This is an optimization exercise on Yosys and OpenROAD, whose aim is small area, a short achievable clock period and few clock cycles per item, not a production implementation.
Only simulation tests tie the RTL to the original design; equivalence was not proved.
Power is estimated from default activity; no workload was simulated.

## rectangle_grid_test_pattern
module rectangle_grid_test_pattern (
  input  logic        clk,
  input  logic        rst,
  input  logic        push,
  output logic        full,
  input  logic        restart,
  output logic        empty,
  input  logic        pop,
  output logic [10:0] pixel_x,
  output logic [10:0] pixel_y,
  output logic [23:0] pixel_color,
  output logic        write_enable,
  output logic        frame_end,
  input  logic        cfg_write,
  input  logic [2:0]  cfg_index,
  input  logic [23:0] cfg_data
);
  function automatic logic [10:0] inc11(input logic [10:0] a, input logic ci);
    inc11 = a + {10'd0, ci};
  endfunction
  function automatic logic [7:0] inc8(input logic [7:0] a, input logic ci);
    inc8 = a + {7'd0, ci};
  endfunction
  function automatic logic [3:0] inc4(input logic [3:0] a);
    logic c;
    c = 1'b1;
    for (int i = 0; i < 4; i++) begin
      inc4[i] = a[i] ^ c;
      c       = c & a[i];
    end
  endfunction
  function automatic logic [10:0] dec11(input logic [10:0] a);
    logic c;
    c = 1'b1;
    for (int i = 0; i < 11; i++) begin
      dec11[i] = a[i] ^ c;
      c        = c & ~a[i];
    end
  endfunction
  function automatic logic ge11(input logic [10:0] a, input logic [10:0] b);
    ge11 = (a >= b);
  endfunction
  function automatic logic ge8(input logic [7:0] a, input logic [7:0] b);
    ge8 = (a >= b);
  endfunction
  function automatic logic [7:0] add8(input logic [7:0] a, input logic [7:0] b);
    add8 = a + b;
  endfunction
  logic [1:0]  mode;
  logic [7:0]  cm1;                          
  logic        cnz;                          
  logic [10:0] rw2, rh2, fw2, fh2;
  ...
For scale: ~210 flip-flops, about 83 I/O pins, ~13000 um2 of cells after synthesis.
export LEC_CHECK = 0
export ABC_CLOCK_PERIOD_IN_PS = 2500
export CAP_MARGIN = 20
export CORE_MARGIN = 2
export CORE_UTILIZATION = 60
export CTS_BUF_LIST = sky130_fd_sc_hd__clkbuf_8
export CTS_CLUSTER_DIAMETER = 60
export CTS_CLUSTER_SIZE = 30
export SETUP_SLACK_MARGIN = 5
export SLEW_MARGIN = 20
create_clock -name core_clock -period 8.5 [get_ports {clk}]
standard.sh (not shown) runs the stock make flow with config.mk's settings and CLKGATE_MAP_FILE= SYNTH_SCRIPT=/design/flow/synth_recipe.tcl, a recipe that flattens the netlist after the stock synthesis.
==> flow/flow/run.sh <==
#!/bin/bash
# The standard synthesis, then the standard layout steps with the slow delay
# buffers (clkdlybuf4s*) left out, so port buffering picks an ordinary buffer.
set -e
bash standard.sh synth > synth.log 2>&1
PDU="sky130_fd_sc_hd__probe_p_8 sky130_fd_sc_hd__probec_p_8 sky130_fd_sc_hd__lpflow_bleeder_1 sky130_fd_sc_hd__lpflow_clkbufkapwr_1 sky130_fd_sc_hd__lpflow_clkbufkapwr_16 sky130_fd_sc_hd__lpflow_clkbufkapwr_2 sky130_fd_sc_hd__lpflow_clkbufkapwr_4 sky130_fd_sc_hd__lpflow_clkbufkapwr_8 sky130_fd_sc_hd__lpflow_clkinvkapwr_1 sky130_fd_sc_hd__lpflow_clkinvkapwr_16 sky130_fd_sc_hd__lpflow_clkinvkapwr_2 sky130_fd_sc_hd__lpflow_clkinvkapwr_4 sky130_fd_sc_hd__lpflow_clkinvkapwr_8 sky130_fd_sc_hd__lpflow_decapkapwr_12 sky130_fd_sc_hd__lpflow_decapkapwr_3 sky130_fd_sc_hd__lpflow_decapkapwr_4 sky130_fd_sc_hd__lpflow_decapkapwr_6 sky130_fd_sc_hd__lpflow_decapkapwr_8 sky130_fd_sc_hd__lpflow_inputiso0n_1 sky130_fd_sc_hd__lpflow_inputiso0p_1 sky130_fd_sc_hd__lpflow_inputiso1n_1 sky130_fd_sc_hd__lpflow_inputiso1p_1 sky130_fd_sc_hd__lpflow_inputisolatch_1 sky130_fd_sc_hd__lpflow_isobufsrc_1 sky130_fd_sc_hd__lpflow_isobufsrc_16 sky130_fd_sc_hd__lpflow_isobufsrc_2 sky130_fd_sc_hd__lpflow_isobufsrc_4 sky130_fd_sc_hd__lpflow_isobufsrc_8 sky130_fd_sc_hd__lpflow_isobufsrckapwr_16 sky130_fd_sc_hd__lpflow_lsbuf_lh_hl_isowell_tap_1 sky130_fd_sc_hd__lpflow_lsbuf_lh_hl_isowell_tap_2 sky130_fd_sc_hd__lpflow_lsbuf_lh_hl_isowell_tap_4 sky130_fd_sc_hd__lpflow_lsbuf_lh_isowell_4 sky130_fd_sc_hd__lpflow_lsbuf_lh_isowell_tap_1 sky130_fd_sc_hd__lpflow_lsbuf_lh_isowell_tap_2 sky130_fd_sc_hd__lpflow_lsbuf_lh_isowell_tap_4"
SLOW="sky130_fd_sc_hd__clkdlybuf4s15_1 sky130_fd_sc_hd__clkdlybuf4s15_2 sky130_fd_sc_hd__clkdlybuf4s18_1 sky130_fd_sc_hd__clkdlybuf4s18_2 sky130_fd_sc_hd__clkdlybuf4s25_1 sky130_fd_sc_hd__clkdlybuf4s25_2 sky130_fd_sc_hd__clkdlybuf4s50_1 sky130_fd_sc_hd__clkdlybuf4s50_2"
bash standard.sh "DONT_USE_CELLS=$PDU $SLOW" SETUP_SLACK_MARGIN=5.4 finish > layout.log 2>&1
Testbench counts at the start, summed over its fixed seeds: cycles 19,640, items 19,200.
Then changed:
--- a/flow/design.v
+++ b/flow/design.v
@@ -108,42 +108,41 @@
   logic       busy;                              
   wire nb   = ~busy;
   wire take_in  = push & ~full_r;
   wire out_free = empty_r | pop;
   wire adv      = out_free & (pend_v | take_in);
   wire rs_eff   = pend_v ? pend_rs : restart;
   wire go_org   = adv & rs_eff;
   wire go       = (~fresh & ((adv & ~rs_eff) | cfg_write)) | busy;
   wire wr_col   = cfg_write & (cfg_index[2:1] != 2'b11);    
   wire wr_flag  = cfg_write & (cfg_index[2:1] == 2'b11);    
-  logic cinc, rinc;
+  wire csat   = &col;
+  wire rsat   = &row;
   wire nl     = nb & lx;                         
   wire nf     = nl & ly;                         
-  wire colinc = nb & ~lx & cinc;
-  wire rowinc = nl & rinc;
+  wire colinc = nb & ~lx & wx & ~csat;
+  wire rowinc = nl & ~ly & wy & ~rsat;
   wire [10:0] x_n   = nl ? 11'd0 : inc11(x, nb);
   wire [10:0] ox_n  = (nb & (lx | wx)) ? 11'd0 : inc11(ox, nb);
   wire [7:0]  col_n = nl ? 8'd0 : inc8(col, colinc);
   wire [10:0] y_n   = nf ? 11'd0 : inc11(y, nl);
   wire [10:0] oy_n  = (nl & (ly | wy)) ? 11'd0 : inc11(oy, nl);
   wire [7:0]  row_n = nf ? 8'd0 : inc8(row, rowinc);
   wire       col_lt = cnz & ge8(cm1, col);
   wire       row_lt = cnz & ge8(cm1, row);
   wire       row_lt_n = ly | (rowinc ? (row_lt & (row != cm1)) : row_lt);
   wire lx_n = busy ? (fw1 | ~ge11(fw2, x))  : (lx ? fw1 : (x == fw2));
   wire wx_n = busy ? (rw1 | ~ge11(rw2, ox)) : ((lx | wx) ? rw1 : (ox == rw2));
   wire ly_n = busy ? (fh1 | ~ge11(fh2, y))  : (lx ? (ly ? fh1 : (y == fh2)) : ly);
   wire wy_n = busy ? (rh1 | ~ge11(rh2, oy)) : (lx ? ((ly | wy) ? rh1 : (oy == rh2)) : wy);
   wire we_n = busy ? (on_st & col_lt & row_lt)
                    : (lx ? (on_st & cnz & row_lt_n) : (we & ~(colinc & (col == cm1))));
-  wire cinc_n = wx_n & ~(&col_n);
-  wire rinc_n = ~ly_n & wy_n & ~(&row_n);
   wire lx_o = fw1;
   wire ly_o = fh1;
   wire wx_o = rw1;
   wire wy_o = rh1;
   wire we_o = on_st & cnz;
   wire p1   = (st == S_P1);
   wire p2   = (st == S_P2);
   wire f1   = (st == S_F1);
   wire f2   = (st == S_F2);
   wire lph  = direct ? p1 : p2;                  
@@ -175,35 +174,32 @@
   wire [7:0] sL  = add8(aL, mL);
   wire [7:0] sB  = add8(aB, mB);
   wire show   = nb | f2;                         
   wire mk_rg  = ~show | (we_n & direct);
   wire mk_b   = ~show | we_n;
   wire seq_end = (f2 | (st == S_FL));
   always_ff @(posedge clk) begin
     if (rst) begin
       x <= '0; y <= '0; ox <= '0; oy <= '0; col <= '0; row <= '0;
       lx <= 1'b0; ly <= 1'b0; wx <= 1'b1; wy <= 1'b1; we <= 1'b0; fe <= 1'b0;
-      cinc <= 1'b1; rinc <= 1'b1;
       R <= '0; gm <= 1'b0; B <= '0; GA <= '0; L <= '0;
     end else if (go_org) begin
       x <= '0; y <= '0; ox <= '0; oy <= '0; col <= '0; row <= '0;
       lx <= lx_o; ly <= ly_o; wx <= wx_o; wy <= wy_o; we <= we_o; fe <= lx_o & ly_o;
-      cinc <= wx_o; rinc <= ~ly_o & wy_o;
       R  <= (we_o & direct) ? fr : 8'd0;
       gm <= we_o & direct;
       B  <= we_o ? fb : 8'd0;
       GA <= direct ? fg : GA;
       L  <= fb;
     end else if (go) begin
       x <= x_n; y <= y_n; ox <= ox_n; oy <= oy_n; col <= col_n; row <= row_n;
       lx <= lx_n; ly <= ly_n; wx <= wx_n; wy <= wy_n; we <= we_n; fe <= lx_n & ly_n;
-      cinc <= cinc_n; rinc <= rinc_n;
       R  <= mk_rg ? sR : 8'd0;
       gm <= we_n & direct;
       B  <= mk_b ? sB : 8'd0;
       GA <= sGA;
       L  <= sL;
     end
   end
   always_ff @(posedge clk) begin
     if (rst) begin
       empty_r <= 1'b1;
Effect: Via count came out lower by 1.3%. Power came out higher by 3.7%. Setup slack gets worse by 0.083 ns. Cell area came out higher by 1.1%. Clock power came out higher by 15%. Global-route usage came out higher by 1.1 points.
Testbench counts after the change, summed over its fixed seeds: cycles 19,640, items 19,200.

-- port drivers added, routing unchanged --
No port has a modelled driver above. Below, the same layouts with a new extraction and two added sets of constraints. Step 1 (the two cells are an assumption about what drives the block):
set clk [get_ports {clk}]
set_driving_cell -lib_cell sky130_fd_sc_hd__clkbuf_16 $clk
set_driving_cell -lib_cell sky130_fd_sc_hd__buf_2 [delete_from_list [all_inputs] $clk]
Step 2 also shifts input and output timing later by t, the mid clock arrival at the registers, as if the neighbouring blocks saw the same clock. Three values: no drivers, after step 1, after step 2; two values: the first two.
run | t (ns) | setup slack, ns | hold WS [ns] | worst setup path after step 2 | cell pins on the clock port's net
the first run | 0.615 | 5.431 / 5.425 / 4.839 | 0.468 / 0.468 / 0.468 | input to register | 1
the second run | 0.600 | 5.348 / 5.348 / 4.774 | 0.469 / 0.469 / 0.469 | input to register | 1
After both steps setup and hold are still met in every run listed. The setup slack of the first run, which loses most, moves by -0.006 ns with the drivers and by -0.592 ns with both steps.
